Background: an optimization exercise with open tools, aiming at small area. Do not read the settings as production practice.
Function was checked by simulation only, so behaviour that the tests miss may differ from the original.
Power is estimated from default activity; no workload was simulated. The clock port is modelled as an ideal driver; clocking choices that lean on that would not hold on a real chip.

## pulse_peak_rate_detector_core
module pulse_peak_rate_detector_core #(
    parameter int RING_DEPTH = 10
) (
    input  logic                               aclk,
    input  logic                               aresetn,
    input  logic                               s_valid,
    output logic                               s_ready,
    input  logic [pprd_pkg::SAMPLE_W-1:0]      s_sample,
    output logic                               m_valid,
    input  logic                               m_ready,
    output logic [pprd_pkg::RATE_W-1:0]        m_rate,
    output logic [1:0]                         m_event_res,
    output logic [pprd_pkg::SAMPLE_W-1:0]      m_extreme_value,
    output logic                               m_falling_phase,
    input  logic                               cfg_wr_en,
    input  logic [pprd_pkg::CFG_IDX_W-1:0]     cfg_index,
    input  logic [pprd_pkg::CFG_DATA_W-1:0]    cfg_wdata
);
export LEC_CHECK = 0
export CAP_MARGIN = 0
export CORE_MARGIN = 2
export CORE_UTILIZATION = 60
export SLEW_MARGIN = 0
create_clock -name core_clock -period 7.5 [get_ports {aclk}]
standard.sh (not shown) runs the stock make flow with config.mk's settings and CLKGATE_MAP_FILE= SYNTH_SCRIPT=/design/flow/synth_recipe.tcl, a recipe that flattens the netlist after the stock synthesis.
==> flow/flow/run.sh <==
#!/bin/bash
# Layout flow: the standard ORFS flow (standard.sh) with two changes:
#  - the port buffers that global placement inserts are the smallest buffer
#    (buf_1) rather than the resizer's default choice;
#  - clock tree synthesis uses clkbuf_16 with sink clusters of up to 32 and no
#    dummy loads at the leaves.
# make's output goes to flow.log here; ORFS keeps each step's log under orfs/logs.
set -euo pipefail
export BUFFER_PORTS_ARGS="-buffer_cell sky130_fd_sc_hd__buf_1"
export CTS_ARGS="-sink_clustering_enable -repair_clock_nets -sink_clustering_size 35 -sink_clustering_max_diameter 90 -buf_list sky130_fd_sc_hd__clkbuf_16 -dont_use_dummy_load"
bash standard.sh > flow.log 2>&1
Rerun with:
--- a/flow/flow/run.sh
+++ b/flow/flow/run.sh
@@ -10 +10 @@
-export CTS_ARGS="-sink_clustering_enable -repair_clock_nets -sink_clustering_size 35 -sink_clustering_max_diameter 90 -buf_list sky130_fd_sc_hd__clkbuf_16 -dont_use_dummy_load"
+export CTS_ARGS="-sink_clustering_enable -repair_clock_nets -sink_clustering_size 32 -sink_clustering_max_diameter 100 -buf_list sky130_fd_sc_hd__clkbuf_16 -dont_use_dummy_load -root_buf sky130_fd_sc_hd__clkbuf_8"
- CAP_MARGIN: 0 -> 20
- SLEW_MARGIN: 0 -> 20
The new run passed the timing, design-rule and antenna checks.
Total power fell by 0.33%.
Cell area stays flat.
Die area is unchanged.

========
pulse_peak_rate_detector_core again, from the RTL that the note above started with.
export LEC_CHECK = 0
export CAP_MARGIN = 20
export CORE_MARGIN = 2
export CORE_UTILIZATION = 60
export SLEW_MARGIN = 20
create_clock -name core_clock -period 7.5 [get_ports {aclk}]
==> flow/flow/run.sh <==
#!/bin/bash
# Layout flow: the standard ORFS flow (standard.sh) with two changes:
#  - the port buffers that global placement inserts are the smallest buffer
#    (buf_1) rather than the resizer's default choice;
#  - clock tree synthesis uses clkbuf_16 with sink clusters of up to 32 and no
#    dummy loads at the leaves.
# make's output goes to flow.log here; ORFS keeps each step's log under orfs/logs.
set -euo pipefail
export BUFFER_PORTS_ARGS="-buffer_cell sky130_fd_sc_hd__buf_1"
export CTS_ARGS="-sink_clustering_enable -repair_clock_nets -sink_clustering_size 32 -sink_clustering_max_diameter 100 -buf_list sky130_fd_sc_hd__clkbuf_8 -sink_clustering_buffer sky130_fd_sc_hd__clkbuf_16 -root_buf sky130_fd_sc_hd__clkbuf_8 -dont_use_dummy_load"
bash standard.sh > flow.log 2>&1
Edit:
==> flow/run.sh (new file) <==
#!/bin/bash
# synth_recipe.tcl (not shown) runs the flow's synth.tcl, then flattens the netlist and writes it again
# the make line also repeats each setting of config.mk as NAME=value (left out here)
make -C /OpenROAD-flow-scripts/flow DESIGN_CONFIG=/design/flow/config.mk WORK_HOME=/design/flow/orfs CLKGATE_MAP_FILE= SYNTH_SCRIPT=/design/flow/synth_recipe.tcl finish
--- a/flow/config.mk
+++ b/flow/config.mk
@@ -9,3 +9,6 @@
 export CORE_MARGIN = 2
 export CORE_UTILIZATION = 60
+export CTS_BUF_LIST = sky130_fd_sc_hd__clkbuf_16
+export CTS_CLUSTER_DIAMETER = 100
+export CTS_CLUSTER_SIZE = 32
 export SLEW_MARGIN = 20
removed: flow/flow/run.sh
removed: flow/standard.sh
After rerunning: The new run finished clean. Wire length is higher by 4.7%. Cell area went up by 4.2%. Worst setup slack degrades by 0.64 ns. Via count rose by 1.1%. Core utilization grows by 2.8 points.
Edit:
==> flow/flow/run.sh (new file) <==
#!/bin/bash
# Layout flow: the standard ORFS flow (standard.sh) with two changes:
#  - the port buffers that global placement inserts are the smallest buffer
#    (buf_1) rather than the resizer's default choice;
#  - clock tree synthesis uses clkbuf_16 with sink clusters of up to 32 and no
#    dummy loads at the leaves.
# make's output goes to flow.log here; ORFS keeps each step's log under orfs/logs.
set -euo pipefail
export BUFFER_PORTS_ARGS="-buffer_cell sky130_fd_sc_hd__buf_1"
export CTS_ARGS="-sink_clustering_enable -repair_clock_nets -sink_clustering_size 35 -sink_clustering_max_diameter 90 -buf_list sky130_fd_sc_hd__clkbuf_16 -dont_use_dummy_load"
bash standard.sh > flow.log 2>&1
==> flow/standard.sh (new file) <==
#!/bin/bash
# synth_recipe.tcl (not shown) runs the flow's synth.tcl, then flattens the netlist and writes it again
# the make line also repeats each setting of config.mk as NAME=value (left out here)
make -C /OpenROAD-flow-scripts/flow DESIGN_CONFIG=/design/flow/config.mk WORK_HOME=/design/flow/orfs CLKGATE_MAP_FILE= SYNTH_SCRIPT=/design/flow/synth_recipe.tcl "${@:-finish}"
==> flow/config.mk (replaced) <==
export PLATFORM = sky130hd
export DESIGN_NAME = pulse_peak_rate_detector_core
export DESIGN_NICKNAME = pulse_peak_rate_detector_core
export VERILOG_FILES = /design/flow/design.v
export SDC_FILE = /design/flow/constraint.sdc
export NUM_CORES = 4
export LEC_CHECK = 0
export CAP_MARGIN = 0
export CORE_MARGIN = 2
export CORE_UTILIZATION = 60
export GPL_TIMING_DRIVEN = 0
export SLEW_MARGIN = 0
removed: flow/run.sh
Result: Critical path depth goes up by 7; area after synthesis does not change; power goes down slightly; final area goes down by a few percent; worst setup slack improved by 0.68 ns; cell count goes up slightly.
Edit:
--- a/flow/config.mk
+++ b/flow/config.mk
@@ -6,7 +6,6 @@
 export NUM_CORES = 4
 export LEC_CHECK = 0
-export CAP_MARGIN = 0
+export CAP_MARGIN = 20
 export CORE_MARGIN = 2
 export CORE_UTILIZATION = 60
-export GPL_TIMING_DRIVEN = 0
-export SLEW_MARGIN = 0
+export SLEW_MARGIN = 20
What happened: Sequential power barely changes. Cell area came out lower slightly. First-iteration DRC count rose by a quarter to a third.
Edit:
--- a/flow/flow/run.sh
+++ b/flow/flow/run.sh
@@ -8,4 +8,4 @@
 set -euo pipefail
 export BUFFER_PORTS_ARGS="-buffer_cell sky130_fd_sc_hd__buf_1"
-export CTS_ARGS="-sink_clustering_enable -repair_clock_nets -sink_clustering_size 35 -sink_clustering_max_diameter 90 -buf_list sky130_fd_sc_hd__clkbuf_16 -dont_use_dummy_load"
+export CTS_ARGS="-sink_clustering_enable -repair_clock_nets -sink_clustering_size 32 -sink_clustering_max_diameter 100 -buf_list sky130_fd_sc_hd__clkbuf_16 -dont_use_dummy_load"
 bash standard.sh > flow.log 2>&1
=> Cell area hardly moves; clock power stays flat; utilization grows by 0.11 points; setup slack gets better by 0.011 ns; fmax barely changes; die area does not change; critical path depth stays the same; sequential share of layout area shrinks by 0.13 points; count of clock-buffer cells in the layout grows by 1; wire length barely changes.
Edit:
--- a/flow/flow/run.sh
+++ b/flow/flow/run.sh
@@ -8,4 +8,4 @@
 set -euo pipefail
 export BUFFER_PORTS_ARGS="-buffer_cell sky130_fd_sc_hd__buf_1"
-export CTS_ARGS="-sink_clustering_enable -repair_clock_nets -sink_clustering_size 32 -sink_clustering_max_diameter 100 -buf_list sky130_fd_sc_hd__clkbuf_16 -dont_use_dummy_load"
+export CTS_ARGS="-sink_clustering_enable -repair_clock_nets -sink_clustering_size 18 -sink_clustering_max_diameter 70 -buf_list sky130_fd_sc_hd__clkbuf_8 -dont_use_dummy_load"
 bash standard.sh > flow.log 2>&1
First-iteration DRC count went down slightly.
Routed wire length is about the same.
Fmax hardly moves.
Setup slack improves by 0.0032 ns.
Total power went down slightly.
Clock-buffer cell count went up by 15.
Worst hold slack improves by 0.022 ns.
Synthesized area stays the same.
Critical path depth went up by 1.
Combinational power is about the same.
Die area stays the same.

========
The RTL this note starts from:
==> flow/design.v <==
package pprd_pkg;
    localparam int SAMPLE_W   = 18;
    localparam int RATE_W     = 21;
    localparam int POS_W      = 32;
    localparam int HYST_W     = 18;
    localparam int SPM_W      = 16;
    localparam int CFG_IDX_W  = 2;
    localparam int CFG_DATA_W = 18;
    localparam int DEPTH      = 10;
    localparam logic [HYST_W-1:0] HYST_RESET = HYST_W'(300);
    localparam logic [SPM_W-1:0]  SPM_RESET  = SPM_W'(6000);
endpackage
module pprd_ring_mem #(
    parameter int LEN = 32
) (
    input  logic aclk,
    input  logic din,
    output logic dout
);
    logic [LEN-1:0] sr;
    always_ff @(posedge aclk) begin
        sr <= {din, sr[LEN-1:1]};
    end
    assign dout = sr[0];
endmodule
module pprd_divider (
    input  logic        aclk,
    input  logic        run,       
    input  logic [4:0]  ph,        
    input  logic [15:0] spm,
    input  logic        k10,       
    input  logic        dbit,      
    output logic        qstep,     
    output logic        qbit,
    output logic        done       
);
    logic [4:0] stp;
    logic       rtap, rin, rd, cy, sg, sk, ska, inw;
    logic       d1, d2, d3;
    logic       ph0, top, inw_e, act, sbit, a, b, cin, s;
    pprd_ring_mem #(.LEN(32)) u_rem (.aclk(aclk), .din(rin), .dout(rtap));
    always_comb begin
        ph0   = (ph == 5'd0);
        top   = ((ph ^ stp) == 5'd31);
        inw_e = ph0 | inw;
        act   = run & inw_e & !sk;
        sbit  = !ph[4] & spm[ph[3:0]];
        a     = run ? rd : (k10 ? d1 : sbit);
        b     = run ? (dbit ^ !sg) : (k10 ? d3 : d1);
        cin   = ph0 ? (run & !sg) : cy;
        s     = a ^ b ^ cin;
        rin   = (!run || act) ? s : rd;
        qstep = run & top;
        qbit  = act & !s;
        done  = run & (ph == 5'd31) & (stp == 5'd0);
    end
    always_ff @(posedge aclk) begin
        rd  <= (ph == 5'd31) ? rin : rtap;
        cy  <= (a & b) | (a & cin) | (b & cin);
        d1  <= sbit;
        d2  <= d1;
        d3  <= d2;
        inw <= inw_e & !top;
        ska <= (!ph0 & ska) | (dbit & (top | !inw_e));
        if (!run) begin
            stp <= 5'd31;
            sg  <= 1'b0;
            sk  <= 1'b1;
        end else begin
            if (act && top) sg <= s;
            if (ph == 5'd31) begin
                stp <= stp - 5'd1;
                sk  <= (!ph0 & ska) | (dbit & (top | !inw_e));
            end
        end
    end
endmodule
module pulse_peak_rate_detector_core #(
    parameter int RING_DEPTH = 10
) (
    input  logic                               aclk,
    input  logic                               aresetn,
    input  logic                               s_valid,
    output logic                               s_ready,
    input  logic [pprd_pkg::SAMPLE_W-1:0]      s_sample,
    output logic                               m_valid,
    input  logic                               m_ready,
    output logic [pprd_pkg::RATE_W-1:0]        m_rate,
    output logic [1:0]                         m_event_res,
    output logic [pprd_pkg::SAMPLE_W-1:0]      m_extreme_value,
    output logic                               m_falling_phase,
    input  logic                               cfg_wr_en,
    input  logic [pprd_pkg::CFG_IDX_W-1:0]     cfg_index,
    input  logic [pprd_pkg::CFG_DATA_W-1:0]    cfg_wdata
);
    localparam int SW = pprd_pkg::SAMPLE_W;
    typedef enum logic [2:0] {
        ST_INIT,    
        ST_IDLE,    
        ST_WAIT,    
        ST_INC,     
        ST_RING,    
        ST_ONE,     
        ST_DIV
    } state_t;
    state_t                        st;
    logic [4:0]                    ph;
    logic [3:0]                    rel;
    logic [3:0]                    count;
    logic                          rising;
    logic [SW-1:0]                 ext;
    logic [pprd_pkg::HYST_W-1:0]   hyst;
    logic [pprd_pkg::SPM_W-1:0]    spm;
    logic                          evf;
    logic                          m_valid_reg;
    logic [pprd_pkg::RATE_W-2:0]   q;    
    logic                          cx, br, nz, nmx;
    logic                          ext0, hdef, sdef;    
    logic ph0, ph31, start, samp;
    logic ix_tap, ix_in, ix_nb, cx_eff;
    logic mp_tap, mp_in;
    logic rg_tap, rg_in, wr;
    logic dl_tap, dl_in, span_f, sb;
    logic cnt5, cnt12, div_run, qstep, qbit, div_done;
    logic xb, eb, hb, db, tb, ph18;
    logic bd, ce, pass_ok, ready, newx, event_hit;
    assign ph0  = (ph == 5'd0);
    assign ph31 = (ph == 5'd31);
    assign s_ready = ready && (st == ST_IDLE) && (!m_valid_reg || m_ready);
    assign start   = s_ready && s_valid;
    assign samp    = (st == ST_INC);
    always_comb begin
        ph18 = (ph == 5'd18);
        xb   = s_sample[ph];
        eb   = !ext0 & ext[ph];
        hb   = hdef ? pprd_pkg::HYST_RESET[ph] : hyst[ph];
        db   = eb ^ xb ^ (!ph0 & bd);
        tb   = db ^ !rising;
    end
    always_ff @(posedge aclk) begin
        bd <= (!eb & (xb | (!ph0 & bd))) | (xb & !ph0 & bd);
        ce <= (tb & !hb) | ((ph0 ? !rising : ce) & (tb | !hb));
        if (ph18) begin
            newx      <= rising ? bd : !bd;
            event_hit <= (rising ? !bd : bd) & ce;
        end
    end
    always_ff @(posedge aclk) begin
        if (!aresetn || start) begin
            ready   <= 1'b0;
            pass_ok <= 1'b0;
        end else begin
            pass_ok <= ph0 ? s_valid : pass_ok;
            if (ph18 && pass_ok) ready <= 1'b1;
        end
    end
    assign cx_eff = ph0 | cx;
    assign ix_nb  = ix_tap ^ (samp & cx_eff);
    assign ix_in  = (st != ST_INIT) & ix_nb;
    assign mp_in  = (st != ST_INIT) & ((samp & nmx) ? ix_nb : mp_tap);
    assign cnt5   = (count == 4'd5);
    assign cnt12  = (count == 4'd12);
    assign wr     = (st == ST_RING) && (rel == 4'd0);
    assign rg_in  = wr ? mp_tap : rg_tap;
    assign span_f = (wr && cnt12) || ((st == ST_ONE) && (rel == 4'd6));
    assign sb     = mp_tap ^ rg_tap ^ (!ph0 & br);
    assign dl_in  = span_f ? sb : dl_tap;
    assign div_run = (st == ST_DIV);
    always_ff @(posedge aclk) begin
        if (!aresetn) begin
            ph <= '0;
        end else begin
            ph <= ph + 5'd1;
        end
    end
    always_ff @(posedge aclk) begin
        cx <= ix_tap & cx_eff;
        br <= (!mp_tap & (rg_tap | (!ph0 & br))) | (rg_tap & !ph0 & br);
        nz <= (!ph0 & nz) | sb;
    end
    always_ff @(posedge aclk) begin
        if (!aresetn) begin
            hdef <= 1'b1;
            sdef <= 1'b1;
        end else if (cfg_wr_en) begin
            if (cfg_index == 2'd0) hdef <= 1'b0;
            if (cfg_index == 2'd1) sdef <= 1'b0;
        end
        if (cfg_wr_en && aresetn) begin
            if (cfg_index == 2'd0) hyst <= cfg_wdata;
            if (cfg_index == 2'd1) spm  <= cfg_wdata[15:0];
        end
    end
    always_ff @(posedge aclk) begin
        if (!aresetn) begin
            st          <= ST_INIT;
            rel         <= '0;
            count       <= '0;
            rising      <= 1'b1;
            ext0        <= 1'b1;
            evf         <= 1'b0;
            m_valid_reg <= 1'b0;
        end else begin
            if (m_ready) m_valid_reg <= 1'b0;
            if (ph31 && !wr) rel <= (rel == 4'd9) ? 4'd0 : rel + 4'd1;
            unique case (st)
                ST_INIT: if (ph31) st <= ST_IDLE;
                ST_IDLE: if (start) begin
                    st  <= ph31 ? ST_INC : ST_WAIT;
                    evf <= event_hit;
                    nmx <= rising & newx;
                    if (newx) begin
                        ext0 <= 1'b0;
                    end else if (event_hit) begin
                        rising <= !rising;
                    end
                    if (rising && event_hit && count != 4'd12) begin
                        count <= count + 4'd1;
                    end
                end
                ST_WAIT: if (ph31) st <= ST_INC;
                ST_INC: if (ph31) begin
                    if (evf && !rising) begin
                        st <= ST_RING;
                    end else begin
                        m_valid_reg <= 1'b1;
                        st <= ST_IDLE;
                    end
                end
                ST_RING: if (wr && ph31) begin
                    if (cnt5) begin
                        st <= ST_ONE;
                    end else if (cnt12 && (nz || sb)) begin
                        st <= ST_DIV;
                    end else begin
                        m_valid_reg <= 1'b1;
                        st <= ST_IDLE;
                    end
                end
                ST_ONE: if (span_f && ph31) begin
                    if (nz || sb) begin
                        st <= ST_DIV;
                    end else begin
                        m_valid_reg <= 1'b1;
                        st <= ST_IDLE;
                    end
                end
                ST_DIV: if (div_done) begin
                    m_valid_reg <= 1'b1;
                    st <= ST_IDLE;
                end
                default: st <= ST_IDLE;
            endcase
        end
    end
    always_ff @(posedge aclk) begin
        if (start && newx) ext <= s_sample;
    end
    always_ff @(posedge aclk) begin
        if (samp || qstep) begin
            q <= {q[pprd_pkg::RATE_W-3:0], qbit};
        end
    end
    assign m_valid         = m_valid_reg;
    assign m_rate          = {1'b0, q};
    assign m_event_res     = {evf & rising, evf & !rising};
    assign m_extreme_value = evf ? ext : '0;
    assign m_falling_phase = !rising;
    pprd_ring_mem #(.LEN(32)) u_ix (.aclk(aclk), .din(ix_in), .dout(ix_tap));
    pprd_ring_mem #(.LEN(32)) u_mp (.aclk(aclk), .din(mp_in), .dout(mp_tap));
    pprd_ring_mem #(.LEN(32)) u_dl (.aclk(aclk), .din(dl_in), .dout(dl_tap));
    pprd_ring_mem #(.LEN(32 * RING_DEPTH)) u_ring (.aclk(aclk), .din(rg_in), .dout(rg_tap));
    pprd_divider u_div (
        .aclk  (aclk),
        .run   (div_run),
        .ph    (ph),
        .spm   (sdef ? pprd_pkg::SPM_RESET : spm),
        .k10   (!cnt5),
        .dbit  (dl_tap),
        .qstep (qstep),
        .qbit  (qbit),
        .done  (div_done)
    );
endmodule
clock: 7.5 ns
lec_check: 0
cap_margin: 20
core_margin: 2
core_utilization: 60
cts_buf_list: sky130_fd_sc_hd__clkbuf_8
cts_cluster_diameter: 70
cts_cluster_size: 18
slew_margin: 20
run.sh (not shown) runs the stock make flow with config.mk's settings and CLKGATE_MAP_FILE= SYNTH_SCRIPT=/design/flow/synth_recipe.tcl, a recipe that flattens the netlist after the stock synthesis.
Stock flow here: none of the scripts above is used.
Then changed:
--- a/flow/config.mk
+++ b/flow/config.mk
@@ -10,5 +10,5 @@
 export CORE_UTILIZATION = 60
-export CTS_BUF_LIST = sky130_fd_sc_hd__clkbuf_8
-export CTS_CLUSTER_DIAMETER = 70
-export CTS_CLUSTER_SIZE = 18
+export CTS_BUF_LIST = sky130_fd_sc_hd__clkbuf_16
+export CTS_CLUSTER_DIAMETER = 100
+export CTS_CLUSTER_SIZE = 32
 export SLEW_MARGIN = 20
What happened:
- The new run completed with no timing, DRC or antenna violations
- cell area hardly moves
- synthesized cell count stays the same
- worst setup slack got worse by 0.0084 ns
- global-route usage falls by 0.52 points
- wire length went down by 1.1%
- die area stays the same
- combinational power stays flat
- utilization is about the same
- first-iteration DRC count decreases by 0.95%

==> what the ideal ports hide <==
No port has a modelled driver above. Below, the same layouts with a new extraction and two added sets of constraints. Step 1 sets driving cells, clkbuf_16 on the clock port and buf_2 on the other inputs (assumed; they add their load-dependent delay and slew). Step 2 times the ports against the registers' clock, not the clock port: input delays grow and output delays shrink by t, the midpoint of the rising clock arrivals with the driver on. Three values: no drivers, after step 1, after step 2; two values: the first two.
run | shift t [ns] | setup WS [ns] | clock arrival spread, ns
the first run of note 1 | 0.555 | 3.909 / 3.861 / 3.903 | 0.057 / 0.058
the second run of note 1 | 0.631 | 3.830 / 3.789 / 3.908 | 0.074 / 0.073
the first run of note 2 | 0.631 | 3.830 / 3.789 / 3.908 | 0.074 / 0.073
the second run of note 2 | 0.583 | 3.189 / 3.161 / 3.161 | 0.014 / 0.015
the third run of note 2 | 0.557 | 3.872 / 3.872 / 3.805 | 0.039 / 0.039
the fourth run of note 2 | 0.555 | 3.909 / 3.861 / 3.903 | 0.057 / 0.058
the fifth run of note 2 | 0.565 | 3.919 / 3.872 / 3.905 | 0.054 / 0.054
the sixth run of note 2 | 0.565 | 3.923 / 3.898 / 3.904 | 0.027 / 0.027
the first run of note 3 | 0.599 | 3.150 / 3.128 / 3.128 | 0.042 / 0.041
the second run of note 3 | 0.577 | 3.141 / 3.120 / 3.120 | 0.027 / 0.027
After both steps setup and hold are still met in every run listed. For the third run of note 2, which loses most, drivers alone change the setup slack by 0.000 ns; drivers and shift together by -0.067 ns.
